What follows belongs to an exercise in optimizing a design on an open flow for small area, a short achievable clock period and few clock cycles per item; a production flow would make more cautious choices. At most, simulation tests tie the RTL to the original design; equivalence was not proved. The RTL of runs 1 and 2 was laid out without a check of its function. Power is estimated from default activity; no workload was simulated.

<file path="design/flow/design.v">
package isas_pkg;
  localparam int TEMP_W   = 12;
  localparam int HOST_W   = 15;
  localparam int SECS_W   = 32;
  localparam int MS_W     = 11;
  localparam int TICKMS_W = 10;
  localparam int BAND_W   = 9;
  localparam int CNT16_W  = 16;
  localparam int ERR_W    = 12;
  localparam int BEST_W   = 14;
  localparam int ALU_W    = 33;
  localparam int APB_AW   = 5;
  localparam int APB_DW   = 32;
  localparam logic [1:0] MODE_IDLE  = 2'd0;
  localparam logic [1:0] MODE_RUN   = 2'd1;
  localparam logic [1:0] MODE_SET   = 2'd2;
  localparam logic [1:0] MODE_ALARM = 2'd3;
  localparam logic [1:0] OP_TICK      = 2'd0;
  localparam logic [1:0] OP_KEY       = 2'd1;
  localparam logic [1:0] OP_HOST_SET  = 2'd2;
  localparam logic [1:0] OP_HOST_STOP = 2'd3;
  localparam logic [1:0] REPLY_NONE   = 2'd0;
  localparam logic [1:0] REPLY_ACCEPT = 2'd1;
  localparam logic [1:0] REPLY_RANGE  = 2'd2;
  localparam logic [3:0] KEY_DIGIT_MAX = 4'd9;
  localparam logic [3:0] KEY_STAR      = 4'd10;
  localparam logic [3:0] KEY_HASH      = 4'd11;
  localparam logic [2:0] CFG_IDX_BAND    = 3'd0;
  localparam logic [2:0] CFG_IDX_MIN     = 3'd1;
  localparam logic [2:0] CFG_IDX_MAX     = 3'd2;
  localparam logic [2:0] CFG_IDX_DEFAULT = 3'd3;
  localparam logic [2:0] CFG_IDX_STARTUP = 3'd4;
  localparam logic [2:0] CFG_IDX_STUCK   = 3'd5;
  localparam logic [2:0] CFG_IDX_TICKMS  = 3'd6;
  localparam logic [MS_W-1:0] MS_PER_SEC = 11'd1000;
  localparam logic [BAND_W-1:0]   BAND_RST    = 9'd20;
  localparam logic [TEMP_W-1:0]   MIN_RST     = 12'd200;
  localparam logic [TEMP_W-1:0]   MAX_RST     = 12'd600;
  localparam logic [TEMP_W-1:0]   DEFAULT_RST = 12'd370;
  localparam logic [CNT16_W-1:0]  STARTUP_RST = 16'd3000;
  localparam logic [CNT16_W-1:0]  STUCK_RST   = 16'd300;
  localparam logic [TICKMS_W-1:0] TICKMS_RST  = 10'd200;
  typedef logic signed [TEMP_W-1:0] temp_t;
  typedef struct packed {
    logic [BAND_W-1:0]   alarm_band;
    temp_t               min_target;
    temp_t               max_target;
    temp_t               default_target;
    logic [CNT16_W-1:0]  startup_ticks;
    logic [CNT16_W-1:0]  stuck_ticks;
    logic [TICKMS_W-1:0] tick_ms;
    logic                load_default;
  } cfg_regs_t;
  typedef struct packed {
    logic             sub;
    logic [ALU_W-1:0] a;
    logic [ALU_W-1:0] b;
  } alu_req_t;
  typedef struct packed {
    logic [ALU_W-1:0] sum;
    logic             neg;
  } alu_rsp_t;
endpackage
import isas_pkg::*;
module isas_cfg (
  input  logic              clk,
  input  logic              rst_n,
  input  logic              psel,
  input  logic              penable,
  input  logic              pwrite,
  input  logic [isas_pkg::APB_AW-1:0] paddr,
  input  logic [isas_pkg::APB_DW-1:0] pwdata,
  output logic [isas_pkg::APB_DW-1:0] prdata,
  output logic              pready,
  output isas_pkg::cfg_regs_t         cfg
);
  logic [BAND_W-1:0]   band_r;
  logic [TEMP_W-1:0]   min_r;
  logic [TEMP_W-1:0]   max_r;
  logic [TEMP_W-1:0]   default_r;
  logic [CNT16_W-1:0]  startup_r;
  logic [CNT16_W-1:0]  stuck_r;
  logic [TICKMS_W-1:0] tickms_r;
  logic                wr;
  logic [2:0]          idx;
  assign pready = 1'b1;
  assign wr     = psel && penable && pwrite;
  assign idx    = paddr[4:2];
  always_ff @(posedge clk) begin
    if (!rst_n) begin
      band_r    <= BAND_RST;
      min_r     <= MIN_RST;
      max_r     <= MAX_RST;
      default_r <= DEFAULT_RST;
      startup_r <= STARTUP_RST;
      stuck_r   <= STUCK_RST;
      tickms_r  <= TICKMS_RST;
    end else if (wr) begin
      unique case (idx)
        CFG_IDX_BAND:    band_r    <= pwdata[BAND_W-1:0];
        CFG_IDX_MIN:     min_r     <= pwdata[TEMP_W-1:0];
        CFG_IDX_MAX:     max_r     <= pwdata[TEMP_W-1:0];
        CFG_IDX_DEFAULT: default_r <= pwdata[TEMP_W-1:0];
        CFG_IDX_STARTUP: startup_r <= pwdata[CNT16_W-1:0];
        CFG_IDX_STUCK:   stuck_r   <= pwdata[CNT16_W-1:0];
        CFG_IDX_TICKMS:  tickms_r  <= pwdata[TICKMS_W-1:0];
        default: ;
      endcase
    end
  end
  logic [CNT16_W-1:0] rd_sel;
  logic [CNT16_W-1:0] rdata_r;
  always_comb begin
    rd_sel = '0;
    unique case (idx)
      CFG_IDX_BAND:    rd_sel = CNT16_W'(band_r);
      CFG_IDX_MIN:     rd_sel = CNT16_W'(min_r);
      CFG_IDX_MAX:     rd_sel = CNT16_W'(max_r);
      CFG_IDX_DEFAULT: rd_sel = CNT16_W'(default_r);
      CFG_IDX_STARTUP: rd_sel = startup_r;
      CFG_IDX_STUCK:   rd_sel = stuck_r;
      CFG_IDX_TICKMS:  rd_sel = CNT16_W'(tickms_r);
      default:         rd_sel = '0;
    endcase
  end
  always_ff @(posedge clk) begin
    rdata_r <= rd_sel;
  end
  assign prdata = APB_DW'(rdata_r);
  assign cfg.alarm_band     = band_r;
  assign cfg.min_target     = min_r;
  assign cfg.max_target     = max_r;
  assign cfg.default_target = pwdata[TEMP_W-1:0];
  assign cfg.startup_ticks  = startup_r;
  assign cfg.stuck_ticks    = stuck_r;
  assign cfg.tick_ms        = tickms_r;
  assign cfg.load_default   = wr && (idx == CFG_IDX_DEFAULT);
endmodule
import isas_pkg::*;
module incubator_setpoint_and_alarm_supervisor #(
  parameter int MAX_DIGITS = 4
) (
  input  logic              clk,
  input  logic              rst_n,
  input  logic              in_valid,
  output logic              in_ready,
  input  logic [1:0]        in_opcode,
  input  logic [isas_pkg::TEMP_W-1:0] in_measured_temp,
  input  logic [3:0]        in_key_code,
  input  logic [isas_pkg::HOST_W-1:0] in_host_target,
  output logic              out_valid,
  input  logic              out_ready,
  output logic [1:0]        out_mode,
  output logic              out_buzzer_on,
  output logic [isas_pkg::TEMP_W-1:0] out_target_temp,
  output logic [isas_pkg::SECS_W-1:0] out_run_seconds,
  output logic              out_control_active,
  output logic              out_controller_reset,
  output logic              out_drive_stop,
  output logic [1:0]        out_host_reply,
  input  logic              cfg_psel,
  input  logic              cfg_penable,
  input  logic              cfg_pwrite,
  input  logic [isas_pkg::APB_AW-1:0] cfg_paddr,
  input  logic [isas_pkg::APB_DW-1:0] cfg_pwdata,
  output logic [isas_pkg::APB_DW-1:0] cfg_prdata,
  output logic              cfg_pready
);
  localparam int BST_W = 12;    
  isas_pkg::cfg_regs_t cfg;
  logic              s1_v;
  logic [1:0]        s1_op;
  logic [TEMP_W-1:0] s1_data;
  logic              s1_ok;
  logic              h_ok;
  logic [TEMP_W-1:0] t_eff;
  logic [TEMP_W:0]   i_mt, i_tm;
  logic [TEMP_W-1:0] i_err;
  logic              s1_prep;
  logic              s1_kh, s1_ks, s1_kd;   
  logic              need_prep;
  logic [HOST_W-1:0] rng_val;
  logic              in_fire;
  logic              adv;
  logic [1:0]          mode_r,   mode_nxt;
  logic [TEMP_W-1:0]   target_r, target_nxt;
  logic [2:0]          count_r,  count_nxt;
  logic [13:0]         kv_r,     kv_nxt;
  logic [3:0]          div_step_r;
  logic [3:0]          div_rem_r;
  logic                div_start;
  logic                busy;
  logic [CNT16_W-1:0]  blank_r,  blank_nxt;
  logic [BST_W-1:0]    best_r,   best_nxt;
  logic [CNT16_W-1:0]  nogain_r, nogain_nxt;
  logic                buzzer_r, buzzer_nxt;
  logic [9:0]          millis_r, millis_nxt;
  logic [SECS_W-1:0]   secs_r,   secs_nxt;
  logic                active_r, active_nxt;
  logic                pid_r,    pid_nxt;
  logic                stop_r,   stop_nxt;
  logic [1:0]          reply_r,  reply_nxt;
  logic                out_valid_r;
  isas_cfg u_cfg (
    .clk     (clk),
    .rst_n   (rst_n),
    .psel    (cfg_psel),
    .penable (cfg_penable),
    .pwrite  (cfg_pwrite),
    .paddr   (cfg_paddr),
    .pwdata  (cfg_pwdata),
    .prdata  (cfg_prdata),
    .pready  (cfg_pready),
    .cfg     (cfg)
  );
  assign busy      = (div_step_r != 4'd0);
  assign need_prep = s1_v && s1_kh && !s1_prep && (mode_r == MODE_SET);
  assign adv       = s1_v && !busy && !need_prep && (!out_valid_r || out_ready);
  assign in_ready  = !s1_v || adv;
  assign in_fire   = in_valid && in_ready;
  assign rng_val = need_prep ? HOST_W'(kval) : in_host_target;
  assign h_ok = ($signed(rng_val) >= $signed(cfg.min_target)) &&
                ($signed(rng_val) <= $signed(cfg.max_target));
  assign t_eff = (s1_v && s1_ok) ? s1_data : target_r;
  assign i_mt  = {in_measured_temp[TEMP_W-1], in_measured_temp} - {t_eff[TEMP_W-1], t_eff};
  assign i_tm  = {t_eff[TEMP_W-1], t_eff} - {in_measured_temp[TEMP_W-1], in_measured_temp};
  assign i_err = i_mt[TEMP_W] ? i_tm[TEMP_W-1:0] : i_mt[TEMP_W-1:0];
  always_ff @(posedge clk) begin
    if (!rst_n) begin
      s1_v <= 1'b0;
    end else if (in_fire) begin
      s1_v <= 1'b1;
    end else if (adv) begin
      s1_v <= 1'b0;
    end
  end
  always_ff @(posedge clk) begin
    if (need_prep && !busy) begin
      s1_prep <= 1'b1;
      s1_ok   <= h_ok && (count_r != 3'd0);
      s1_data <= kval[TEMP_W-1:0];
    end else if (in_fire) begin
      s1_op   <= in_opcode;
      s1_ok   <= h_ok && (in_opcode == OP_HOST_SET);
      s1_prep <= 1'b0;
      s1_kh   <= (in_opcode == OP_KEY) && (in_key_code == KEY_HASH);
      s1_ks   <= (in_opcode == OP_KEY) && (in_key_code == KEY_STAR);
      s1_kd   <= (in_opcode == OP_KEY) && (in_key_code <= KEY_DIGIT_MAX);
      if (in_opcode[1]) begin
        s1_data <= in_host_target[TEMP_W-1:0];
      end else if (in_opcode[0]) begin
        s1_data <= {8'd0, in_key_code};
      end else begin
        s1_data <= i_err;
      end
    end
  end
  logic              run_like;
  logic [TEMP_W-1:0] err;
  logic              blanking;
  logic              in_band;
  logic              better;
  logic              stuck_inc;
  logic [16:0]       nogain_p1;
  logic [10:0]       ms_sum;
  logic [11:0]       ms_m1, ms_m2;
  logic [SECS_W-1:1] secs_hi_p1;
  logic [SECS_W-1:0] secs_p1, secs_p2;
  logic [3:0]        key;
  logic [13:0]       kval;
  logic [13:0]       kv_x10;
  assign run_like = (mode_r == MODE_RUN) || (mode_r == MODE_ALARM);
  assign err = s1_data;
  assign blanking  = blank_r < cfg.startup_ticks;
  assign in_band   = err <= BST_W'(cfg.alarm_band);
  assign better    = (best_r == '0) || (err < best_r);
  assign nogain_p1 = {1'b0, nogain_r} + 17'd1;
  assign stuck_inc = nogain_p1 >= {1'b0, cfg.stuck_ticks};
  assign ms_sum = {1'b0, millis_r} + {1'b0, cfg.tick_ms};
  assign ms_m1  = {1'b0, ms_sum} - 12'd1000;
  assign ms_m2  = {1'b0, ms_sum} - 12'd2000;
  assign secs_hi_p1 = secs_r[SECS_W-1:1] + 31'd1;
  assign secs_p2    = {secs_hi_p1, secs_r[0]};
  assign secs_p1    = secs_r[0] ? {secs_hi_p1, 1'b0} : {secs_r[SECS_W-1:1], 1'b1};
  assign key = s1_data[3:0];
  assign kv_x10 = (14'(kv_r[9:0]) << 3) + (14'(kv_r[9:0]) << 1) +
                  14'(s1_kh ? 4'd0 : key);
  assign kval   = (count_r < 3'd3) ? kv_x10 : kv_r;
  always_comb begin
    mode_nxt   = mode_r;
    target_nxt = target_r;
    count_nxt  = count_r;
    kv_nxt     = kv_r;
    div_start  = 1'b0;
    blank_nxt  = blank_r;
    best_nxt   = best_r;
    nogain_nxt = nogain_r;
    buzzer_nxt = buzzer_r;
    millis_nxt = millis_r;
    secs_nxt   = secs_r;
    active_nxt = 1'b0;
    pid_nxt    = 1'b0;
    stop_nxt   = 1'b0;
    reply_nxt  = REPLY_NONE;
    unique case (s1_op)
      OP_TICK: begin
        if (!run_like) begin
          buzzer_nxt = 1'b0;
        end else begin
          active_nxt = 1'b1;
          if (blanking) begin
            buzzer_nxt = 1'b0;
            blank_nxt  = blank_r + 16'd1;
          end else if (in_band) begin
            buzzer_nxt = 1'b0;
            nogain_nxt = '0;
            best_nxt   = '0;
            mode_nxt   = MODE_RUN;
          end else if (better) begin
            best_nxt   = err;
            nogain_nxt = '0;
            if (cfg.stuck_ticks == '0) begin
              mode_nxt   = MODE_ALARM;
              buzzer_nxt = 1'b1;
            end
          end else begin
            if (!nogain_p1[16]) begin
              nogain_nxt = nogain_p1[15:0];
            end
            if (stuck_inc) begin
              mode_nxt   = MODE_ALARM;
              buzzer_nxt = 1'b1;
            end
          end
          if (!ms_m2[11]) begin
            millis_nxt = ms_m2[9:0];
            secs_nxt   = secs_p2;
          end else if (!ms_m1[11]) begin
            millis_nxt = ms_m1[9:0];
            secs_nxt   = secs_p1;
          end else begin
            millis_nxt = ms_sum[9:0];
          end
        end
      end
      OP_KEY: begin
        if (s1_ks) begin
          if (mode_r == MODE_SET) begin
            if (count_r != 3'd0) begin
              count_nxt = count_r - 3'd1;
              div_start = 1'b1;
            end
          end else begin
            mode_nxt  = MODE_SET;
            count_nxt = 3'd0;
            kv_nxt    = '0;
          end
        end else if (s1_kh) begin
          secs_nxt   = '0;
          millis_nxt = '0;
          if (mode_r == MODE_RUN) begin
            mode_nxt = MODE_IDLE;
            stop_nxt = 1'b1;
          end else begin
            if (mode_r == MODE_SET) begin
              if (s1_ok) begin
                target_nxt = s1_data;
              end
              count_nxt = 3'd0;
              pid_nxt   = 1'b1;
            end
            mode_nxt   = MODE_RUN;
            blank_nxt  = '0;
            best_nxt   = '0;
            nogain_nxt = '0;
            buzzer_nxt = 1'b0;
          end
        end else if (mode_r == MODE_SET && s1_kd &&
                     count_r < 3'(MAX_DIGITS)) begin
          kv_nxt    = kv_x10;
          count_nxt = count_r + 3'd1;
        end
      end
      OP_HOST_SET: begin
        if (s1_ok) begin
          target_nxt = s1_data;
          pid_nxt    = 1'b1;
          reply_nxt  = REPLY_ACCEPT;
          if (mode_r != MODE_RUN) begin
            mode_nxt = MODE_RUN;
            secs_nxt = '0;
          end
        end else begin
          reply_nxt = REPLY_RANGE;
        end
      end
      default: begin
        mode_nxt   = MODE_IDLE;
        stop_nxt   = 1'b1;
        secs_nxt   = '0;
        millis_nxt = '0;
        reply_nxt  = REPLY_ACCEPT;
      end
    endcase
  end
  always_ff @(posedge clk) begin
    if (!rst_n) begin
      mode_r      <= MODE_IDLE;
      target_r    <= DEFAULT_RST;
      blank_r     <= '0;
      best_r      <= '0;
      nogain_r    <= '0;
      buzzer_r    <= 1'b0;
      millis_r    <= '0;
      secs_r      <= '0;
      out_valid_r <= 1'b0;
    end else begin
      if (adv) begin
        mode_r      <= mode_nxt;
        blank_r     <= blank_nxt;
        best_r      <= best_nxt;
        nogain_r    <= nogain_nxt;
        buzzer_r    <= buzzer_nxt;
        millis_r    <= millis_nxt;
        secs_r      <= secs_nxt;
      end
      if (cfg.load_default) begin
        target_r <= cfg.default_target;
      end else if (adv) begin
        target_r <= target_nxt;
      end
      if (adv) begin
        out_valid_r <= 1'b1;
      end else if (out_ready) begin
        out_valid_r <= 1'b0;
      end
    end
  end
  logic [4:0] div_r5;
  logic       div_q;
  assign div_r5 = {div_rem_r, kv_r[13]};
  assign div_q  = (div_r5 >= 5'd10);
  always_ff @(posedge clk) begin
    if (!rst_n) begin
      div_step_r <= 4'd0;
    end else if (adv && div_start) begin
      div_step_r <= 4'd14;
    end else if (busy) begin
      div_step_r <= div_step_r - 4'd1;
    end
  end
  always_ff @(posedge clk) begin
    if (adv) begin
      div_rem_r <= 4'd0;
    end else if (busy) begin
      div_rem_r <= div_q ? 4'(div_r5 - 5'd10) : div_r5[3:0];
    end
    if (adv) begin
      kv_r <= kv_nxt;
    end else if (busy) begin
      kv_r <= {kv_r[12:0], div_q};
    end
  end
  always_ff @(posedge clk) begin
    if (adv) begin
      count_r  <= count_nxt;
      active_r <= active_nxt;
      pid_r    <= pid_nxt;
      stop_r   <= stop_nxt;
      reply_r  <= reply_nxt;
    end
  end
  assign out_valid            = out_valid_r;
  assign out_mode             = mode_r;
  assign out_buzzer_on        = buzzer_r;
  assign out_target_temp      = target_r;
  assign out_run_seconds      = secs_r;
  assign out_control_active   = active_r;
  assign out_controller_reset = pid_r;
  assign out_drive_stop       = stop_r;
  assign out_host_reply       = reply_r;
endmodule
</file>
<file path="design/flow/run.sh">
#!/bin/bash
# synth_recipe.tcl (not shown) runs the flow's synth.tcl, then flattens the netlist and writes it again
# the make line also repeats each setting of config.mk as NAME=value (left out here)
make -C /OpenROAD-flow-scripts/flow DESIGN_CONFIG=/design/flow/config.mk WORK_HOME=/design/flow/orfs CLKGATE_MAP_FILE= SYNTH_SCRIPT=/design/flow/synth_recipe.tcl finish
</file>
<file path="design/flow/config.mk">
export PLATFORM = sky130hd
export DESIGN_NAME = incubator_setpoint_and_alarm_supervisor
export DESIGN_NICKNAME = incubator_setpoint_and_alarm_supervisor
export VERILOG_FILES = /design/flow/design.v
export SDC_FILE = /design/flow/constraint.sdc
export NUM_CORES = 4
export LEC_CHECK = 0
export CAP_MARGIN = 20
export CORE_MARGIN = 2
export CORE_UTILIZATION = 60
export SETUP_SLACK_MARGIN = 4
export SLEW_MARGIN = 20
</file>
<file path="design/flow/constraint.sdc">
create_clock -name core_clock -period 8.0 [get_ports {clk}]
set_input_delay 1.6000 -clock core_clock [delete_from_list [all_inputs] [get_ports {clk}]]
set_output_delay 1.6000 -clock core_clock [all_outputs]
set_load 0.01 [all_outputs]
</file>
==> results.py, run 1 <==
metrics = {
    "run_status": {
        "status": "timing/DRC/antenna clean",
    },
    "worst_setup_path": {
        "worstSetupPathType": "flop to flop",
        "critical-path-top-delay-family": "compound AO/OA/AOI/OAI gates",
        "reg2reg_to": "s1_ok",
        "critPathCaptureType": "flop",
        "critPathRequiredTime_ps": 8300,
        "reg2reg_depth": 21,
        "slowest_stage": "edfxtp_1",
        "timing.rr.start": "s1_data[1]",
        "cp-start-kind": "flop",
        "path_buf_inv": 0,
        "path_cells": "nor2b_1, ha_1, ha_2, fa_2, a21o_1, a21oi_2, o21bai_2, a2111oi_4, nor3_2, a221o_1, xnor2_1, a31o_2, ha_4, nand4_1, nor3_2, nand3_1, o21ai_2, a21oi_1, a21oi_1, o21ai_1, a211oi_2",
        "ff2ff_setup_slack_ps": 3260,
        "cp_max_fo": 6,
        "cpPeakStageDelay_ps": 520,
        "arrival_ps": 5050,
    },
    "global_routing": {
        "grt_start_max_net_pins": 89,
        "grt_pass1_vias": 14335,
        "overflow": 0,
        "grt_usage_pct": 32.8,
        "grt_pass1_wl_mm": 75.9,
        "grt_antenna_before_repair": 0,
    },
    "synthesis": {
        "synth_common_cells": "nand2_1, dfxtp_1, a21oi_1",
        "ys_ff_latch": 255,
        "ys_warn_count": 2,
        "avgSynthCellArea_um2": 8.25,
        "synth.largest_area_cell": "dfxtp_1",
        "synth.most_common_cell": "nand2_1",
        "synth_area_leaders": "dfxtp_1, ha_1, edfxtp_1",
        "seq_area_frac_synth_pct": 33.2,
        "postSynthCellCount": 2010,
        "synth_edf_count": 40,
        "syn_area_mm2": 0.0166,
        "ys.flop_type": "dfxtp_1",
        "ys_async_sr_fraction_pct": 0,
        "synth_cell_types": 94,
        "yosysTopAreaCellShare_pct": 26.0,
    },
    "hold_path": {
        "holdPathEnd": "s1_prep",
        "hold_path_class": "flop to flop",
        "hold_start": "s1_prep",
        "hold_path_depth": 2,
    },
    "floorplanning": {
        "core_area_mm2": 0.0270,
        "fp-row-count": 60,
        "die_w_um": 170,
        "initial_core_util_pct": 61.3,
        "io_pins": 164,
        "die-area_mm2": 0.0290,
        "die_h_um": 170,
    },
    "clock_network": {
        "clk_latency_ps": 560,
        "clock-sinks": 255,
        "path_clk_slew_ps": 60,
        "postCtsHoldBufs": 0,
        "cts_made_buffers": 28,
        "clockRootBuffer": "clkbuf_16",
        "htree_levels": 1,
        "cts_tree": "yes",
        "clk_path_buf_depth": 3,
    },
    "route": {
        "viasPerCell": 6.25,
        "ant_nets": 0,
        "drc": 0,
        "drtIter0Drc": 1558,
        "drt_pre_antenna_iters": 8,
        "routed-via-count": 15450,
        "wl_per_cell_um": 19.6,
        "wl_mm": 48.5,
    },
    "timing": {
        "finalSetupViolCount": 0,
        "holdWs_ps": 454,
        "post-route-period-util_pct": 59.3,
        "finClkSkew_ps": 30.9,
        "hold_viol_final": 0,
        "period_minus_slack_ps": 4740,
        "maxSlewViolCount": 0,
        "max_freq_mhz": 211,
        "slew-limit-headroom_pct": 27.5,
        "tightestPinTransition_ps": 1080,
        "rsz0062_at_grt": "true",
        "tns_ps": 0,
    },
    "placed_design": {
        "portBuffers": 128,
        "dpl.hpwl_mm": 35.3,
        "dpl.cell_count": 2399,
        "globalplace.congestion": 0.900,
    },
    "cells_and_area": {
        "finalNonFillerCells": 2473,
        "layout-drive-gt1-share_pct": 9.33,
        "syn_to_final_growth_pct": 18.1,
        "final_nets": 2340,
        "n_antenna_cell": 0,
    },
    "power_and_ir_drop": {
        "powerDensity_mw_per_mm2": 177,
        "power_leakage_nw": 8.04,
        "vdd_ir_drop_max_mv": 0.238,
    },
    "flow_run": {
        "maxCapViolations": 0,
    },
}
[state kept, by name, indices dropped and copies added (netlist names), 10 cells and up]
signal           flops
u_cfg.startup_r     16
u_cfg.min_r         12
u_cfg.default_r     12
u_cfg.tickms_r      10
millis_r            10
kv_r                14
best_r              12
nogain_r            16
target_r            12
s1_data             12
u_cfg.stuck_r       16
blank_r             16
u_cfg.rdata_r       16
u_cfg.max_r         12
secs_r              32
[through the flow]
| stage | power, W | area [um2] | utilization [%] | setup slack (ps) |
|---|---|---|---|---|
| 2_1_floorplan | 0.00186 | 16800 | - | 3700 |
| 3_5_place_dp | 0.00206 | 18100 | 66.9 | 2820 |
| 5_1_grt | 0.00360 | 19600 | 72.4 | 3110 |
| 4_1_cts | 0.00343 | 19300 | 71.4 | 3200 |
| 3_3_place_gp | 0.00204 | 18100 | 66.9 | 2820 |
| 6_report | 0.00347 | 19600 | 72.4 | 3260 |
[repair_timing]
action | 4_1_cts | 5_1_grt
hold endpoints to repair | 0 | 0
setup endpoints to repair | 53 | 36
resized for setup | 43 | 43
buffers inserted | 12 | 8
pin swaps | 15 | 16
cloned | 1 | 1
[how the worst max path moves through the flow]
stage	from	to	slack [ps]	cells after the start
final	s1_data[1]	s1_ok	3260	21
after floorplan	s1_kh	s1_ok	3700	21
after detailed placement	in_measured_temp[0]	s1_data[5]	2820	12
after CTS	s1_kh	s1_ok	3200	21
after global placement	in_measured_temp[0]	s1_data[5]	2820	12
after global routing	s1_kh	s1_ok	3110	21
[placed cells by master, fill, tap and decap left out, drive strengths merged, types with 10 or more instances in the layout]
| master | Yosys | layout |
|---|---|---|
| nand3 | 83 | 83 |
| dfxtp | 215 | 215 |
| nand4 | 34 | 34 |
| nand2 | 270 | 270 |
| o21ai | 105 | 105 |
| and2 | 21 | 21 |
| nor2b | 21 | 21 |
| edfxtp | 40 | 40 |
| ha | 148 | 148 |
| a22oi | 10 | 10 |
| conb | 2 | 17 |
| mux2 | 16 | 16 |
| xnor2 | 44 | 44 |
| buf | 36 | 37 |
| clkbuf | 73 | 38 |
| clkdlybuf4s50 | 0 | 117 |
| a211oi | 18 | 18 |
| o211ai | 42 | 42 |
| o21a | 10 | 10 |
| a31oi | 13 | 13 |
| nor2 | 133 | 133 |
| a21oi | 150 | 150 |
| a21o | 37 | 37 |
| nor3 | 30 | 30 |
| xor2 | 11 | 11 |
| mux2i | 68 | 68 |
| nor4 | 25 | 25 |
| nand2b | 23 | 23 |
| or3 | 15 | 16 |
| and3 | 27 | 27 |
| a221o | 22 | 22 |
| inv | 144 | 146 |
| clkinv | 2 | 11 |
[area by class of cell]
cell class,count,area (um2)
Inverter,146,557
Fill cell,2142,7450
Timing Repair Buffer,163,1590
Clock buffer,37,796
Sequential cell,255,5510
Tap cell,341,427
Clock inverter,15,171
Multi-Input combinational cell,1516,10500
[cells by family (layout without fill, tap and decap cells)]
| logic type | Yosys count | count (layout) | share of synthesized area (%) |
|---|---|---|---|
| flops | 255 | 255 | 33.2 |
| xor+xnor | 55 | 55 | 3.00 |
| fa+ha+maj | 153 | 153 | 11.8 |
| compound gates | 487 | 487 | 19.2 |
| mux | 87 | 87 | 5.60 |
| buf+inv | 255 | 361 | 6.32 |
| simple gates | 716 | 717 | 20.8 |
| other cells | 2 | 17 | 0.0453 |
[worst min-delay path: cells and delay by family, from the launching register on]
kind | cells | cell delay, ps
simple gates | 2 | 90
flops | 1 | 320
[report_power, final]
group          leakage (nW)  switching (W)  internal, W  total (W)
Sequential             2.12      0.0000449      0.00136    0.00140
Clock                 0.478       0.000550     0.000799    0.00135
Combinational          5.44       0.000422     0.000301   0.000723
Total                  8.04        0.00102      0.00246    0.00347
[metal layers]
metal / vias up / GRT usage [%] / wire, um
met5: - / 0 / 0
met3: 94 / 5.77 / 4550
met4: 0 / 8.10 / 1300
li1: 7343 / - / -
met1: 7294 / 46.4 / 21400
met2: 719 / 52.1 / 21200
==> run 2: changes to the inputs <==
--- a/design/flow/config.mk
+++ b/design/flow/config.mk
@@ -8,5 +8,5 @@
 export CAP_MARGIN = 20
 export CORE_MARGIN = 2
 export CORE_UTILIZATION = 60
-export SETUP_SLACK_MARGIN = 4
+export SETUP_SLACK_MARGIN = 4.6
 export SLEW_MARGIN = 20
==> run 2 against run 1 <==
Against the previous run: core utilization grew 3.4 points; highest routed layer unchanged; clock skew is 7.1 ps lower; critical path type unchanged; synthesized area did not move; critical endpoint unchanged; power fell by 0.33%; largest cell class unchanged; sequential share of layout area shrank 1.2 points; count of clock-buffer cells in the layout unchanged; worst setup slack gained 120 ps; still clean on timing, DRC and antenna.
==> results.py, run 2 <==
metrics = {
    "route": {
        "wl_mm": 51.4,
        "ant_nets": 0,
        "route.met2.wl_mm": 22.9,
        "viasPerCell": 6.30,
        "wl_per_cell_um": 20.4,
        "drc": 0,
        "topRoutingLayerUsed": "met4",
        "routed-via-count": 15887,
        "drtIter0Drc": 1614,
        "met3WireLength_mm": 4.71,
        "drt-met1-wl_mm": 22.4,
        "drt_pre_antenna_iters": 5,
    },
    "synthesis": {
        "synth_edf_count": 40,
        "ys_warn_count": 2,
        "ys_ff_latch": 255,
        "ys_async_sr_fraction_pct": 0,
        "synth-simple-area-share_pct": 20.8,
        "yosysTopAreaCellShare_pct": 26.0,
        "synth_common_cells": "nand2_1, dfxtp_1, a21oi_1",
        "ys.flop_type": "dfxtp_1",
        "syn_area_mm2": 0.0166,
        "postSynthCellCount": 2010,
        "synth.most_common_cell": "nand2_1",
        "synth_cell_types": 94,
        "synth.largest_area_cell": "dfxtp_1",
        "synthMuxAreaShare_pct": 5.60,
        "synth-xor-area-share_pct": 3.00,
        "synth_area_leaders": "dfxtp_1, ha_1, edfxtp_1",
        "synth_top_family_by_area": "simple AND/OR/NAND/NOR gates",
        "synth_fa_ha_area_share_pct": 11.8,
        "synth_compound_area_share_pct": 19.2,
        "seq_area_frac_synth_pct": 33.2,
        "avgSynthCellArea_um2": 8.25,
    },
    "timing": {
        "finalSetupViolCount": 0,
        "period_minus_slack_ps": 4630,
        "max_freq_mhz": 216,
        "worst_slack_ps": 3370,
        "slew-limit-headroom_pct": 36.0,
        "tightestPinTransition_ps": 961,
        "maxSlewViolCount": 0,
        "finClkSkew_ps": 23.7,
        "post-route-period-util_pct": 57.8,
        "hold_viol_final": 0,
        "tns_ps": 0,
        "rsz0062_at_grt": "true",
    },
    "power_and_ir_drop": {
        "power_leakage_nw": 8.32,
        "powerDensity_mw_per_mm2": 169,
        "vdd_ir_drop_max_mv": 0.151,
    },
    "hold_path": {
        "hold_path_class": "flop to flop",
    },
    "worst_setup_path": {
        "cp-start-kind": "flop",
        "critPathRequiredTime_ps": 8380,
        "slowest_stage": "edfxtp_1",
        "cp_max_fo": 4,
        "arrival_ps": 5010,
        "critPathCaptureType": "flop",
        "path_cells": "nand2b_4, fa_1, inv_2, fa_2, a21o_1, a21oi_2, o21bai_2, a2111oi_4, nor3_2, a221o_1, xnor2_2, a31o_4, ha_4, nand4_1, nor3_2, nand3_1, o21ai_2, a21oi_1, a21oi_1, o21ai_1, a211oi_1",
        "worstSetupPathType": "flop to flop",
        "cpPeakStageDelay_ps": 520,
    },
    "floorplanning": {
        "die_h_um": 170,
        "die_w_um": 170,
        "initial_core_util_pct": 61.3,
        "fp-row-count": 60,
        "io_pins": 164,
        "die-area_mm2": 0.0290,
        "core_area_mm2": 0.0270,
    },
    "flow_run": {
        "maxCapViolations": 0,
    },
    "global_routing": {
        "grt_pass1_wl_mm": 80.3,
        "grt_start_max_net_pins": 89,
        "grt_usage_pct": 34.7,
        "overflow": 0,
        "grt_antenna_before_repair": 0,
        "grt_pass1_vias": 14784,
    },
    "cells_and_area": {
        "layout-drive-gt1-share_pct": 15.1,
        "finalInstanceArea_mm2": 0.0205,
        "syn_to_final_growth_pct": 23.7,
        "nFillCells": 1983,
        "n_antenna_cell": 0,
        "layout_commonest_cell": "nand2_1",
        "largest_reg_flops": 32,
        "final_nets": 2391,
        "top_register": "secs_r",
        "layout_common_cells": "nand2_1, dfxtp_1, a21oi_1, inv_1, ha_1",
    },
    "clock_network": {
        "cts_tree": "yes",
        "clk_latency_ps": 580,
        "clockRootBuffer": "clkbuf_16",
        "htree_levels": 1,
        "clk_path_buf_depth": 3,
        "cts_made_buffers": 28,
        "path_clk_slew_ps": 60,
        "clock-sinks": 255,
    },
    "run_status": {
        "status": "timing/DRC/antenna clean",
    },
    "placed_design": {
        "globalplace.congestion": 0.949,
        "place_ws_ps": 2650,
        "dpl.hpwl_mm": 36.5,
        "dpl_cell_area_mm2": 0.0181,
        "portBuffers": 128,
    },
}
==> run 2: per-layer routing <==
layer	up-vias	global-route usage [%]
li1	7485	-
met1	7589	49.5
met2	693	54.5
met3	120	6.07
met4	0	8.92
met5	-	0
==> run 2: cell type report <==
class,count,area [um2],area share (%)
clock buffers,37,754,3.68
clock inverters,13,135,0.659
inverters,146,563,2.75
multi-input cells,1518,11100,54.2
flip-flops and latches,255,5530,27.0
well taps,341,427,2.08
repair buffers,212,1980,9.64
==> run 2: what timing repair did <==
action                     CTS  global route
pin swaps                   45            45
gates resized for setup    133            95
hold buffers                 0             0
setup endpoints to repair  184            85
buffers inserted            51            18
gates cloned                 2             1
==> run 2: worst paths after layout <==
check             startpoint       to  slack [ps]  cells after the start
setup / recovery       s1_kh    s1_ok        3370                     21
hold / removal       s1_prep  s1_prep         440                      2
setup reg to reg       s1_kh    s1_ok        3370                     21
hold reg to reg      s1_prep  s1_prep         440                      2
==> run 2: power breakdown <==
group | internal (W) | leakage (nW) | switching, W
Combinational | 0.000333 | 5.76 | 0.000464
Sequential | 0.00136 | 2.13 | 0.0000466
Clock | 0.000726 | 0.437 | 0.000535
==> run 2: cell families after synthesis <==
kind of cell | after synthesis
and+or+nand+nor | 716
AOI/OAI and AO/OA | 487
DFF | 255
buffers and inverters | 255
adders and majority gates | 153
muxes | 87
xor gates and xnor gates | 55
other | 2
==> run 2: worst max-delay path, delay by kind of cell, from the launching register on <==
| family | cells | cell delay [ps] |
|---|---|---|
| buffers and inverters | 1 | 50 |
| XOR/XNOR | 1 | 170 |
| flip-flops | 1 | 520 |
| adder cells (fa/ha/maj) | 3 | 1120 |
| AND/OR/NAND/NOR | 5 | 590 |
| AO/OA/AOI/OAI | 11 | 2010 |
==> run 2: stage by stage <==
| stage | hold slack (ps) | cells | total power (W) | util (%) |
|---|---|---|---|---|
| final | 442 | 2522 | 0.00346 | 75.9 |
| after global routing | 475 | 2522 | 0.00358 | 75.9 |
| after CTS | 438 | 2502 | 0.00340 | 73.6 |
| after detailed placement | 428 | 2399 | 0.00207 | 67.1 |
| after global placement | 426 | 2399 | 0.00206 | 67.1 |
| after floorplan | 415 | 2025 | 0.00187 | - |
==> run 3: changes to the inputs <==
--- a/design/flow/design.v
+++ b/design/flow/design.v
@@ -82,11 +82,15 @@
   logic [CNT16_W-1:0]  stuck_r;
   logic [TICKMS_W-1:0] tickms_r;
   logic                wr;
+  logic                load_r;
   logic [2:0]          idx;
   assign pready = 1'b1;
   assign wr     = psel && penable && pwrite;
   assign idx    = paddr[4:2];
   always_ff @(posedge clk) begin
+    load_r <= rst_n && wr && (idx == CFG_IDX_DEFAULT);
+  end
+  always_ff @(posedge clk) begin
     if (!rst_n) begin
       band_r    <= BAND_RST;
       min_r     <= MIN_RST;
@@ -130,11 +134,11 @@
   assign cfg.alarm_band     = band_r;
   assign cfg.min_target     = min_r;
   assign cfg.max_target     = max_r;
-  assign cfg.default_target = pwdata[TEMP_W-1:0];
+  assign cfg.default_target = default_r;
   assign cfg.startup_ticks  = startup_r;
   assign cfg.stuck_ticks    = stuck_r;
   assign cfg.tick_ms        = tickms_r;
-  assign cfg.load_default   = wr && (idx == CFG_IDX_DEFAULT);
+  assign cfg.load_default   = load_r;
 endmodule
 import isas_pkg::*;
 module incubator_setpoint_and_alarm_supervisor #(
@@ -246,12 +250,12 @@
       s1_kh   <= (in_opcode == OP_KEY) && (in_key_code == KEY_HASH);
       s1_ks   <= (in_opcode == OP_KEY) && (in_key_code == KEY_STAR);
       s1_kd   <= (in_opcode == OP_KEY) && (in_key_code <= KEY_DIGIT_MAX);
-      if (in_opcode[1]) begin
+      if (in_opcode == OP_TICK) begin
+        s1_data <= i_err;
+      end else if (in_opcode[1]) begin
         s1_data <= in_host_target[TEMP_W-1:0];
-      end else if (in_opcode[0]) begin
-        s1_data <= {8'd0, in_key_code};
       end else begin
-        s1_data <= i_err;
+        s1_data <= {8'd0, in_key_code};
       end
     end
   end
@@ -263,12 +267,14 @@
   logic              stuck_inc;
   logic [16:0]       nogain_p1;
   logic [10:0]       ms_sum;
-  logic [11:0]       ms_m1, ms_m2;
+  logic              ms_c1, ms_c2;
+  logic [10:0]       ms_new;
   logic [SECS_W-1:1] secs_hi_p1;
   logic [SECS_W-1:0] secs_p1, secs_p2;
   logic [3:0]        key;
   logic [13:0]       kval;
   logic [13:0]       kv_x10;
+  logic [9:0]        kv10;      
   assign run_like = (mode_r == MODE_RUN) || (mode_r == MODE_ALARM);
   assign err = s1_data;
   assign blanking  = blank_r < cfg.startup_ticks;
@@ -277,15 +283,16 @@
   assign nogain_p1 = {1'b0, nogain_r} + 17'd1;
   assign stuck_inc = nogain_p1 >= {1'b0, cfg.stuck_ticks};
   assign ms_sum = {1'b0, millis_r} + {1'b0, cfg.tick_ms};
-  assign ms_m1  = {1'b0, ms_sum} - 12'd1000;
-  assign ms_m2  = {1'b0, ms_sum} - 12'd2000;
+  assign ms_c1  = ms_sum >= 11'd1000;
+  assign ms_c2  = ms_sum >= 11'd2000;
+  assign ms_new = ms_sum - (ms_c2 ? 11'd2000 : ms_c1 ? 11'd1000 : 11'd0);
   assign secs_hi_p1 = secs_r[SECS_W-1:1] + 31'd1;
   assign secs_p2    = {secs_hi_p1, secs_r[0]};
   assign secs_p1    = secs_r[0] ? {secs_hi_p1, 1'b0} : {secs_r[SECS_W-1:1], 1'b1};
   assign key = s1_data[3:0];
-  assign kv_x10 = (14'(kv_r[9:0]) << 3) + (14'(kv_r[9:0]) << 1) +
-                  14'(s1_kh ? 4'd0 : key);
-  assign kval   = (count_r < 3'd3) ? kv_x10 : kv_r;
+  assign kv_x10 = (14'(kv_r[9:0]) << 3) + (14'(kv_r[9:0]) << 1) + 14'(key);
+  assign kv10   = (10'(kv_r[6:0]) << 3) + (10'(kv_r[6:0]) << 1);
+  assign kval   = (count_r < 3'd3) ? 14'(kv10) : kv_r;
   always_comb begin
     mode_nxt   = mode_r;
     target_nxt = target_r;
@@ -332,14 +339,11 @@
               buzzer_nxt = 1'b1;
             end
           end
-          if (!ms_m2[11]) begin
-            millis_nxt = ms_m2[9:0];
-            secs_nxt   = secs_p2;
-          end else if (!ms_m1[11]) begin
-            millis_nxt = ms_m1[9:0];
-            secs_nxt   = secs_p1;
-          end else begin
-            millis_nxt = ms_sum[9:0];
+          millis_nxt = ms_new[9:0];
+          if (ms_c2) begin
+            secs_nxt = secs_p2;
+          end else if (ms_c1) begin
+            secs_nxt = secs_p1;
           end
         end
       end
@@ -425,7 +429,7 @@
         secs_r      <= secs_nxt;
       end
       if (cfg.load_default) begin
-        target_r <= cfg.default_target;
+        target_r <= cfg.default_target;   
       end else if (adv) begin
         target_r <= target_nxt;
       end
--- a/design/flow/config.mk
+++ b/design/flow/config.mk
@@ -8,5 +8,5 @@
 export CAP_MARGIN = 20
 export CORE_MARGIN = 2
 export CORE_UTILIZATION = 60
-export SETUP_SLACK_MARGIN = 4.6
+export SETUP_SLACK_MARGIN = 4.3
 export SLEW_MARGIN = 20
==> run 3 against run 2 <==
Against the previous run: combinational power decreased by 32%; highest routed layer is now met5; still clean on timing, DRC and antenna; cell area increased by 1.2%; core utilization decreased by 1.4 points; fmax increased by 20%; power decreased by 1.6%; count of clock-buffer cells in the layout decreased by 2; synthesized cell count increased by 5.0%; worst setup slack improved by 780 ps; first-iteration DRC count decreased by 16%; clock power increased by 18%; critical path depth decreased by 3; via count increased by 3.4%.
==> results.py, run 3 <==
metrics = {
    "power_and_ir_drop": {
        "powerDensity_mw_per_mm2": 164,
        "p_comb_share_pct": 15.9,
        "power_leakage_nw": 8.20,
        "p_sw_share_pct": 27.2,
        "vdd_ir_drop_max_mv": 0.185,
        "p_int_w": 0.00248,
        "p_clk_share_pct": 43.6,
        "power_switching_w": 0.000925,
        "pwr-share-seq_pct": 40.4,
    },
    "cells_and_area": {
        "layout-drive-gt1-share_pct": 12.8,
        "final_nets": 2486,
        "utilization_pct": 74.5,
        "nFillCells": 2066,
        "largest_reg_flops": 32,
        "layout_common_cells": "nand2_1, dfxtp_1, a21oi_1, inv_1, ha_1",
        "n_antenna_cell": 0,
        "layout_commonest_cell": "nand2_1",
        "syn_to_final_growth_pct": 22.1,
        "finalNonFillerCells": 2648,
        "top_register": "secs_r",
    },
    "synthesis": {
        "ys_async_sr_fraction_pct": 0,
        "seq_area_frac_synth_pct": 32.5,
        "ys.flop_type": "dfxtp_1",
        "synth.largest_area_cell": "dfxtp_1",
        "synth_cell_types": 82,
        "ys_ff_latch": 256,
        "synth_common_cells": "nand2_1, dfxtp_1, a21oi_1",
        "postSynthCellCount": 2110,
        "synth_area_leaders": "dfxtp_1, ha_1, edfxtp_1",
        "avgSynthCellArea_um2": 8.05,
        "ys_warn_count": 2,
        "syn_area_mm2": 0.0170,
        "synth_edf_count": 40,
        "yosysTopAreaCellShare_pct": 25.5,
        "synth.most_common_cell": "nand2_1",
    },
    "route": {
        "drtIter0Drc": 1351,
        "met3WireLength_mm": 3.62,
        "drt_pre_antenna_iters": 7,
        "wl_per_cell_um": 19.8,
        "drt-met1-wl_mm": 20.8,
        "wl_mm": 52.3,
        "topRoutingLayerUsed": "met5",
        "ant_nets": 0,
        "routed-via-count": 16424,
        "drc": 0,
        "route.met2.wl_mm": 25.0,
        "viasPerCell": 6.20,
    },
    "worst_setup_path": {
        "reg2reg_depth": 18,
        "critPathCaptureType": "flop",
        "timing.rr.start": "u_cfg.tickms_r[5]",
        "ff2ff_setup_slack_ps": 4150,
        "critPathRequiredTime_ps": 8480,
        "cp-start-kind": "flop",
        "arrival_ps": 4330,
        "reg2reg_to": "millis_r[9]",
        "cp_max_fo": 9,
        "worstSetupPathType": "flop to flop",
    },
    "global_routing": {
        "grt_antenna_before_repair": 1,
        "grt_pass1_wl_mm": 80.2,
        "grt_usage_pct": 34.1,
        "grt_start_max_net_pins": 79,
        "overflow": 0,
        "grt_pass1_vias": 15374,
    },
    "timing": {
        "holdWs_ps": 460,
        "tightestPinTransition_ps": 1100,
        "hold_viol_final": 0,
        "finalSetupViolCount": 0,
        "finClkSkew_ps": 13.4,
        "period_minus_slack_ps": 3850,
        "slew-limit-headroom_pct": 25.8,
        "rsz0062_at_grt": "true",
        "tns_ps": 0,
        "maxSlewViolCount": 0,
        "post-route-period-util_pct": 48.1,
        "max_freq_mhz": 260,
    },
    "hold_path": {
        "hold_start": "u_cfg.max_r[10]",
        "holdPathEnd": "u_cfg.max_r[10]",
        "hold_path_depth": 2,
        "hold_path_class": "flop to flop",
    },
    "floorplanning": {
        "io_pins": 164,
        "die-area_mm2": 0.0297,
        "core_area_mm2": 0.0279,
        "fp-row-count": 61,
        "die_w_um": 172,
        "die_h_um": 172,
        "initial_core_util_pct": 61.0,
    },
    "clock_network": {
        "clockRootBuffer": "clkbuf_16",
        "cts_tree": "yes",
        "clk_latency_ps": 560,
        "clk_path_buf_depth": 3,
        "postCtsHoldBufs": 0,
        "path_clk_slew_ps": 70,
        "htree_levels": 1,
        "clock-sinks": 256,
        "cts_made_buffers": 29,
    },
    "placed_design": {
        "globalplace.congestion": 0.899,
        "dpl.cell_count": 2526,
        "dpl.hpwl_mm": 36.7,
        "portBuffers": 128,
    },
    "run_status": {
        "status": "timing/DRC/antenna clean",
    },
    "flow_run": {
        "maxCapViolations": 0,
    },
}
[run 3: cell type report]
| class | instances | area, um2 | share of cell area, % |
|---|---|---|---|
| Multi-Input combinational cell | 1599 | 11100 | 53.7 |
| Sequential cell | 256 | 5540 | 26.7 |
| Timing Repair Buffer | 211 | 1940 | 9.33 |
| Clock buffer | 35 | 800 | 3.85 |
| Inverter | 151 | 584 | 2.82 |
| Tap cell | 378 | 473 | 2.28 |
| Clock inverter | 18 | 263 | 1.27 |
[run 3: kinds of logic (layout without fill, tap and decap cells)]
family	count (synthesis)	count (layout)	synth area share, %
fa+ha+maj	161	161	12.3
buf+inv	270	415	6.42
flops	256	256	32.5
simple gates	742	742	20.7
other cells	2	17	0.0442
compound gates	544	544	20.1
mux	75	75	4.77
xor+xnor	60	60	3.09
[run 3: worst max-delay path: stages (launching register included)]
cell       delay (ps)
dfxtp_1           360
ha_2              440
nor2b_2           280
o2111ai_4         160
o211ai_4          120
nand4b_1          240
o21bai_2          270
nand2_4           110
inv_4              70
ha_4              130
fa_2              200
nor2b_2            50
o21a_1            200
o21a_1            220
o311ai_2          290
xnor2_1           170
xnor2_1           140
nand3_1           110
a21oi_1           200
[run 3: how the worst max path moves through the flow]
stage / start / endpoint / cells past startpoint
after floorplan: in_measured_temp[7] / s1_data[7] / 11
after global placement: out_ready / nogain_r[15] / 8
after detailed placement: out_ready / nogain_r[15] / 8
after CTS: out_ready / in_ready / 6
after global routing: u_cfg.tickms_r[5] / millis_r[9] / 18
final: u_cfg.tickms_r[5] / millis_r[9] / 18
[run 3: power groups by stage]
| stage | clock, W | sequential [W] | combinational (W) |
|---|---|---|---|
| 2_1_floorplan | 0 | 0.00139 | 0.000320 |
| 3_3_place_gp | 0 | 0.00140 | 0.000456 |
| 3_5_place_dp | 0 | 0.00140 | 0.000468 |
| 4_1_cts | 0.00149 | 0.00138 | 0.000502 |
| 5_1_grt | 0.00154 | 0.00138 | 0.000588 |
| 6_report | 0.00149 | 0.00138 | 0.000543 |
[run 3: per-layer routing]
layer  vias up  track usage, %
li1       7763               -
met1      7744            43.1
met2       709            57.7
met3       206            4.26
met4         2            16.9
met5         -               0
[run 3: per-stage QoR]
stage / total power (W) / instance area (um2) / setup WS (ps)
2_1_floorplan: 0.00171 / 17200 / 4170
3_5_place_dp: 0.00187 / 18500 / 3080
4_1_cts: 0.00337 / 20200 / 4140
6_report: 0.00341 / 20700 / 4150
3_3_place_gp: 0.00186 / 18500 / 3180
5_1_grt: 0.00351 / 20700 / 4030
[run 3: timing repair]
action | 4_1_cts | 5_1_grt
hold endpoints to repair | 0 | 0
setup buffers | 34 | 34
cloned | 1 | 0
resized for setup | 82 | 82
endpoints found under the setup margin | 74 | 60
pin swaps | 38 | 47
Testbench counts of run 3, summed over its fixed seeds: cycles 20,550, items 20,000.
==> run 4: changes to the inputs <==
--- a/design/flow/config.mk
+++ b/design/flow/config.mk
@@ -8,5 +8,5 @@
 export CAP_MARGIN = 20
 export CORE_MARGIN = 2
 export CORE_UTILIZATION = 60
-export SETUP_SLACK_MARGIN = 4.3
+export SETUP_SLACK_MARGIN = 4.6
 export SLEW_MARGIN = 20
==> run 4 against run 3 <==
Against the previous run: fmax up 0.30%; clock skew up 5.0 ps; core utilization up 0.32 points; die area unchanged; power down 6.9%; synthesized area unchanged; cell area up 0.43%; combinational power up 9.8%; critical path type unchanged.
==> results.py, run 4 <==
metrics = {
    "route": {
        "viasPerCell": 6.23,
        "drtIter0Drc": 1322,
        "wl_per_cell_um": 20.1,
        "routed-via-count": 16504,
        "drt_pre_antenna_iters": 5,
        "wl_mm": 53.3,
        "drc": 0,
        "ant_nets": 0,
    },
    "timing": {
        "slew-limit-headroom_pct": 37.3,
        "rsz0062_at_grt": "true",
        "finClkSkew_ps": 18.4,
        "maxSlewViolCount": 0,
        "hold_viol_final": 0,
        "finalSetupViolCount": 0,
        "tns_ps": 0,
        "post-route-period-util_pct": 48.0,
        "max_freq_mhz": 261,
        "period_minus_slack_ps": 3840,
        "tightestPinTransition_ps": 933,
    },
    "worst_setup_path": {
        "arrival_ps": 4130,
        "critPathMostFrequentCell": "a21o_1",
        "critPathCaptureType": "flop",
        "slowest_stage": "edfxtp_1",
        "critPathRequiredTime_ps": 8290,
        "worstSetupPathType": "flop to flop",
        "cpPeakStageDelay_ps": 460,
        "path_cells": "buf_6, ha_2, inv_1, fa_2, nand2_2, a21oi_2, nor2_2, xnor2_2, a21oi_2, o21ai_2, ha_4, a21o_1, a21o_1, a21o_1, a21o_1, a21oi_1, or4bb_1, a21oi_2, a211oi_1",
        "cp-start-kind": "flop",
        "cp_max_fo": 2,
    },
    "power_and_ir_drop": {
        "power_leakage_nw": 8.13,
        "vdd_ir_drop_max_mv": 0.144,
        "powerDensity_mw_per_mm2": 152,
    },
    "synthesis": {
        "postSynthCellCount": 2110,
        "avgSynthCellArea_um2": 8.05,
        "ys_warn_count": 2,
        "synth_edf_count": 40,
        "seq_area_frac_synth_pct": 32.5,
        "synth.largest_area_cell": "dfxtp_1",
        "yosysTopAreaCellShare_pct": 25.5,
        "synth.most_common_cell": "nand2_1",
        "syn_area_mm2": 0.0170,
        "synth_common_cells": "nand2_1, dfxtp_1, a21oi_1",
        "ys_ff_latch": 256,
        "ys_async_sr_fraction_pct": 0,
        "ys.flop_type": "dfxtp_1",
        "synth_area_leaders": "dfxtp_1, ha_1, edfxtp_1",
        "synth_cell_types": 82,
    },
    "floorplanning": {
        "fp-row-count": 61,
        "die_h_um": 172,
        "initial_core_util_pct": 61.0,
        "core_area_mm2": 0.0279,
        "die-area_mm2": 0.0297,
        "die_w_um": 172,
        "io_pins": 164,
    },
    "clock_network": {
        "clk_path_buf_depth": 3,
        "cts_made_buffers": 28,
        "htree_levels": 1,
        "cts_tree": "yes",
        "path_clk_slew_ps": 60,
        "clk_latency_ps": 550,
        "clock-sinks": 256,
        "postCtsHoldBufs": 0,
        "clockRootBuffer": "clkbuf_16",
    },
    "cells_and_area": {
        "n_antenna_cell": 0,
        "top_register": "secs_r",
        "largest_reg_flops": 32,
        "syn_to_final_growth_pct": 22.6,
        "layout-drive-gt1-share_pct": 14.1,
        "layout_commonest_cell": "nand2_1",
        "final_nets": 2494,
        "finalNonFillerCells": 2650,
        "layout_common_cells": "nand2_1, dfxtp_1, a21oi_1, inv_1, ha_1",
    },
    "flow_run": {
        "maxCapViolations": 0,
    },
    "placed_design": {
        "globalplace.congestion": 0.916,
        "portBuffers": 128,
        "dpl.cell_count": 2528,
        "dpl.hpwl_mm": 36.4,
    },
    "global_routing": {
        "grt_antenna_before_repair": 0,
        "grt_pass1_wl_mm": 80.4,
        "grt_start_max_net_pins": 76,
        "grt_pass1_vias": 15144,
        "grt_usage_pct": 34.1,
        "overflow": 0,
    },
    "hold_path": {
        "hold_path_class": "flop to flop",
    },
    "run_status": {
        "status": "timing/DRC/antenna clean",
    },
}
==> run 4: cell counts after synthesis <==
Identical to the previous run, type by type.
==> run 4: cell type report <==
cell class / instances / area (um2)
fillers: 2129 / 7030
clock buffers: 35 / 768
repair buffers: 218 / 1980
clock inverters: 11 / 56.3
inverters: 151 / 588
well taps: 378 / 473
multi-input cells: 1601 / 11400
flip-flops and latches: 256 / 5540
==> run 4: layer usage <==
layer  part of all wire (%)  GRT usage (%)
met1                     41           44.9
met2                     47           58.3
met3                    7.3           3.66
met4                    3.9           12.1
met5                      0              0
==> run 4: critical path: cells and delay by family, from the launching register on <==
family / cells / cell delay [ps]
buffers and inverters: 2 / 190
and+or+nand+nor: 3 / 630
DFF: 1 / 460
xor gates and xnor gates: 1 / 140
adders and majority gates: 3 / 760
AOI/OAI and AO/OA: 10 / 1380
==> run 4: report_power, final <==
group | internal [W] | switching (W)
Clock | 0.000671 | 0.000527
Combinational | 0.000255 | 0.000341
Sequential | 0.00134 | 0.0000392
Total | 0.00227 | 0.000907
==> run 4: final timing paths <==
kind	startpoint	endpoint	slack, ps	depth (start not counted)
worst min register to register	u_cfg.max_r[2]	u_cfg.max_r[2]	460	2
worst min-delay path	u_cfg.max_r[2]	u_cfg.max_r[2]	460	2
worst max register to register	kv_r[2]	s1_ok	4160	19
worst max-delay path	kv_r[2]	s1_ok	4160	19
==> run 4: stage by stage <==
stage	power (W)	hold WS (ps)	area (um2)	utilization, %	setup slack, ps
2_1_floorplan	0.00171	436	17300	-	4180
3_3_place_gp	0.00187	443	18600	66.9	2800
3_5_place_dp	0.00188	451	18600	66.9	2770
4_1_cts	0.00311	459	20300	72.9	4150
5_1_grt	0.00328	484	20800	74.8	4040
6_report	0.00317	459	20800	74.8	4160
==> run 4: what timing repair did <==
action                                  in CTS  in global routing
cloned                                       1                  1
buffers inserted                            48                 26
gates resized for setup                    143                 78
endpoints found under the setup margin     214                 99
pin swaps                                   56                 60
==> run 4: cell families after synthesis <==
family                   Yosys count  share of synthesized area, %
multiplexers                      75                          4.77
buffers and inverters            270                          6.42
adder cells (fa/ha/maj)          161                          12.3
other                              2                        0.0442
flip-flops                       256                          32.5
AO/OA/AOI/OAI                    544                          20.1
AND/OR/NAND/NOR                  742                          20.7
XOR/XNOR                          60                          3.09
==> run 5: changes to the inputs <==
==> design/flow/flow/run.sh (new file) <==
#!/bin/bash
# Own layout flow: the standard flow (standard.sh, unchanged synthesis and
# steps) with two ORFS settings passed through the environment:
#   BUFFER_PORTS_ARGS  the port buffers are sky130_fd_sc_hd__buf_1 cells
#                      (the default picks a larger, slower delay buffer)
#   RECOVER_POWER      after the global-route timing repair, gates on paths
#                      with slack to spare are sized down
# Every port is still buffered and the clock period and constraints are the standard flow's.
set -euo pipefail
export BUFFER_PORTS_ARGS="-buffer_cell sky130_fd_sc_hd__buf_1"
export RECOVER_POWER=100
bash standard.sh > standard_flow.log 2>&1
==> design/flow/standard.sh (new file) <==
#!/bin/bash
# synth_recipe.tcl (not shown) runs the flow's synth.tcl, then flattens the netlist and writes it again
# the make line also repeats each setting of config.mk as NAME=value (left out here)
make -C /OpenROAD-flow-scripts/flow DESIGN_CONFIG=/design/flow/config.mk WORK_HOME=/design/flow/orfs CLKGATE_MAP_FILE= SYNTH_SCRIPT=/design/flow/synth_recipe.tcl "${@:-finish}"
removed: design/flow/run.sh
==> run 5 against run 4 <==
Against the previous run: the layout now fails its checks (capacitance limit, slew limit); worst hold slack got worse by 2.3 ps; combinational power decreased by 14%; non-clock buffer count down 12; synthesized area unchanged.
==> results.py, run 5 <==
metrics = {
    "cells_and_area": {
        "layout_commonest_cell": "nand2_1",
        "final_nets": 2483,
        "layout-drive-gt1-share_pct": 11.5,
        "n_antenna_cell": 0,
        "finalNonFillerCells": 2645,
        "top_register": "secs_r",
        "layout_common_cells": "nand2_1, dfxtp_1, a21oi_1, inv_1, ha_1",
        "syn_to_final_growth_pct": 15.9,
        "nFillCells": 2300,
        "largest_reg_flops": 32,
    },
    "worst_setup_path": {
        "slowest_stage": "clkinvlp_2",
        "path_cells": "clkbuf_1, clkinvlp_2, buf_4, nor2_1, o31ai_1, mux2i_1",
        "cp_max_fo": 81,
        "arrival_ps": 5860,
        "path_buf_inv": 3,
        "critPathRequiredTime_ps": 8490,
        "critical-path-top-delay-family": "buffers and inverters",
        "cpPeakStageDelay_ps": 2330,
        "cp-start-kind": "input port",
        "worstSetupPathType": "input port to flop",
        "critPathCaptureType": "flop",
    },
    "synthesis": {
        "avgSynthCellArea_um2": 8.05,
        "ys_async_sr_fraction_pct": 0,
        "postSynthCellCount": 2110,
        "synth.most_common_cell": "nand2_1",
        "synth_common_cells": "nand2_1, dfxtp_1, a21oi_1",
        "ys.flop_type": "dfxtp_1",
        "synth_area_leaders": "dfxtp_1, ha_1, edfxtp_1",
        "syn_area_mm2": 0.0170,
        "synth.largest_area_cell": "dfxtp_1",
        "ys_ff_latch": 256,
        "yosysTopAreaCellShare_pct": 25.5,
        "ys_warn_count": 2,
        "synth_edf_count": 40,
        "seq_area_frac_synth_pct": 32.5,
        "synth_cell_types": 82,
    },
    "clock_network": {
        "cts_tree": "yes",
        "clockRootBuffer": "clkbuf_16",
        "clk_latency_ps": 560,
        "path_clk_slew_ps": 70,
        "postCtsHoldBufs": 0,
        "htree_levels": 1,
        "clock-sinks": 256,
        "clk_path_buf_depth": 3,
        "cts_made_buffers": 29,
    },
    "timing": {
        "rsz0062_at_grt": "true",
        "finClkSkew_ps": 19.3,
        "worst_slack_ps": 2630,
        "tns_ps": 0,
        "slew-limit-headroom_pct": -107,
        "period_minus_slack_ps": 5370,
        "hold_viol_final": 0,
        "maxSlewViolCount": 157,
        "tightestPinTransition_ps": 3090,
        "post-route-period-util_pct": 67.1,
        "finalSetupViolCount": 0,
        "max_freq_mhz": 186,
    },
    "power_and_ir_drop": {
        "p_sw_share_pct": 28.2,
        "p_comb_share_pct": 16.0,
        "powerDensity_mw_per_mm2": 163,
        "power_switching_w": 0.000902,
        "p_clk_share_pct": 41.0,
        "power_leakage_nw": 7.68,
        "vdd_ir_drop_max_mv": 0.161,
        "pwr-share-seq_pct": 43.0,
        "p_int_w": 0.00230,
    },
    "floorplanning": {
        "core_area_mm2": 0.0279,
        "initial_core_util_pct": 61.0,
        "die_h_um": 172,
        "die-area_mm2": 0.0297,
        "io_pins": 164,
        "fp-row-count": 61,
        "die_w_um": 172,
    },
    "placed_design": {
        "dpl.cell_count": 2527,
        "dpl.hpwl_mm": 36.1,
        "globalplace.congestion": 0.930,
        "place_ws_ps": 3130,
        "portBuffers": 128,
    },
    "route": {
        "ant_nets": 0,
        "routed-via-count": 16277,
        "drtIter0Drc": 1471,
        "viasPerCell": 6.15,
        "wl_mm": 52.0,
        "drc": 0,
        "drt_pre_antenna_iters": 5,
        "wl_per_cell_um": 19.7,
    },
    "global_routing": {
        "overflow": 0,
        "grt_usage_pct": 33.8,
        "grt_antenna_before_repair": 0,
        "grt_start_max_net_pins": 82,
        "grt_pass1_vias": 14902,
        "grt_pass1_wl_mm": 79.2,
    },
    "hold_path": {
        "hold_path_class": "flop to flop",
    },
    "run_status": {
        "status": "finished with violations",
        "failed_checks": "capacitance limit, slew limit",
    },
    "flow_run": {
        "maxCapViolations": 4,
    },
}
==> run 5: what timing repair did <==
| item | 4_1_cts | 5_1_grt |
|---|---|---|
| resized for setup | 96 | 65 |
| setup endpoints to repair | 97 | 76 |
| pin swaps | 52 | 45 |
| gates cloned | 2 | 0 |
| setup buffers | 43 | 19 |
==> run 5: worst register-to-register path, delay by kind of cell, from the launching register on <==
family	cells	cell delay, ps
DFF	1	510
AOI/OAI and AO/OA	4	1580
and+or+nand+nor	2	970
buffers and inverters	3	1100
==> run 5: cell families after synthesis <==
family          synth area share (%)
compound gates                  20.1
xor+xnor                        3.09
fa+ha+maj                       12.3
buf+inv                         6.42
flops                           32.5
mux                             4.77
other cells                   0.0442
simple gates                    20.7
==> run 5: metrics by stage <==
step           util [%]  power [W]  hold slack (ps)  instance area (um2)
2_1_floorplan         -    0.00171              436                17300
3_3_place_gp       64.0    0.00184              442                17800
3_5_place_dp       64.0    0.00185              448                17800
4_1_cts            70.0    0.00318              456                19500
5_1_grt            70.7    0.00330              470                19700
6_report           70.7    0.00320              457                19700
==> run 5: worst paths after layout <==
| kind | cells after the start | end | slack (ps) | start |
|---|---|---|---|---|
| setup / recovery | 6 | mode_r[0] | 2630 | rst_n |
| hold / removal | 2 | u_cfg.min_r[2] | 460 | u_cfg.min_r[2] |
| setup reg to reg | 9 | nogain_r[14] | 3670 | mode_r[0] |
| hold reg to reg | 2 | u_cfg.min_r[2] | 460 | u_cfg.min_r[2] |
==> run 5: metal layers <==
metal  share of wire (%)  track usage [%]  vias to the layer above
met3                 7.0             3.87                      124
met4                 4.1             13.6                        0
met5                   0                0                        -
met1                  42             44.5                     7712
met2                  47             56.8                      661
li1                    -                -                     7780
==> run 5: power by group through the flow <==
stage,clock (W),combinational (W),sequential [W]
after detailed placement,0,0.000443,0.00140
after global routing,0.00136,0.000556,0.00138
final,0.00131,0.000512,0.00138
after floorplan,0,0.000326,0.00139
after global placement,0,0.000434,0.00140
after CTS,0.00132,0.000485,0.00138
==> run 5: cell type report <==
| class | count | area (um2) | share of cell area [%] |
|---|---|---|---|
| Clock buffer | 41 | 801 | 4.07 |
| Clock inverter | 12 | 121 | 0.616 |
| Inverter | 151 | 584 | 2.97 |
| Multi-Input combinational cell | 1601 | 11100 | 56.4 |
| Sequential cell | 256 | 5530 | 28.1 |
| Tap cell | 378 | 473 | 2.40 |
| Timing Repair Buffer | 206 | 1080 | 5.48 |

[re-timing with driven ports]
Ports are ideal in the flow. The routed layouts listed here were re-timed in OpenROAD. Step 1: set_driving_cell puts a clkbuf_16 on clk and a buf_2 on each other input, an assumption about the parent block. Step 2, shift: input delay + t, output delay - t, t = (earliest + latest rising clock arrival at the registers) / 2. This alone moves slack from input paths to output paths. Three values: ideal ports, drivers, drivers and shift; two values: the first two.
run	t, ns	slack for setup (ns)	hold slack, ns	worst register clock-pin slew, ns
run 1	0.597	3.255 / 3.255 / 3.255	0.454 / 0.454 / 0.454	0.06 / 0.06
run 2	0.615	3.373 / 3.373 / 3.373	0.442 / 0.442 / 0.442	0.07 / 0.07
run 3	0.603	4.151 / 4.116 / 3.609	0.460 / 0.460 / 0.460	0.07 / 0.07
run 4	0.591	4.162 / 4.162 / 3.604	0.459 / 0.459 / 0.459	0.06 / 0.06
run 5	0.596	2.629 / 2.654 / 2.058	0.457 / 0.457 / 0.457	0.07 / 0.07
For run 5, which loses most, drivers alone change the setup slack by +0.025 ns; drivers and shift together by -0.571 ns.
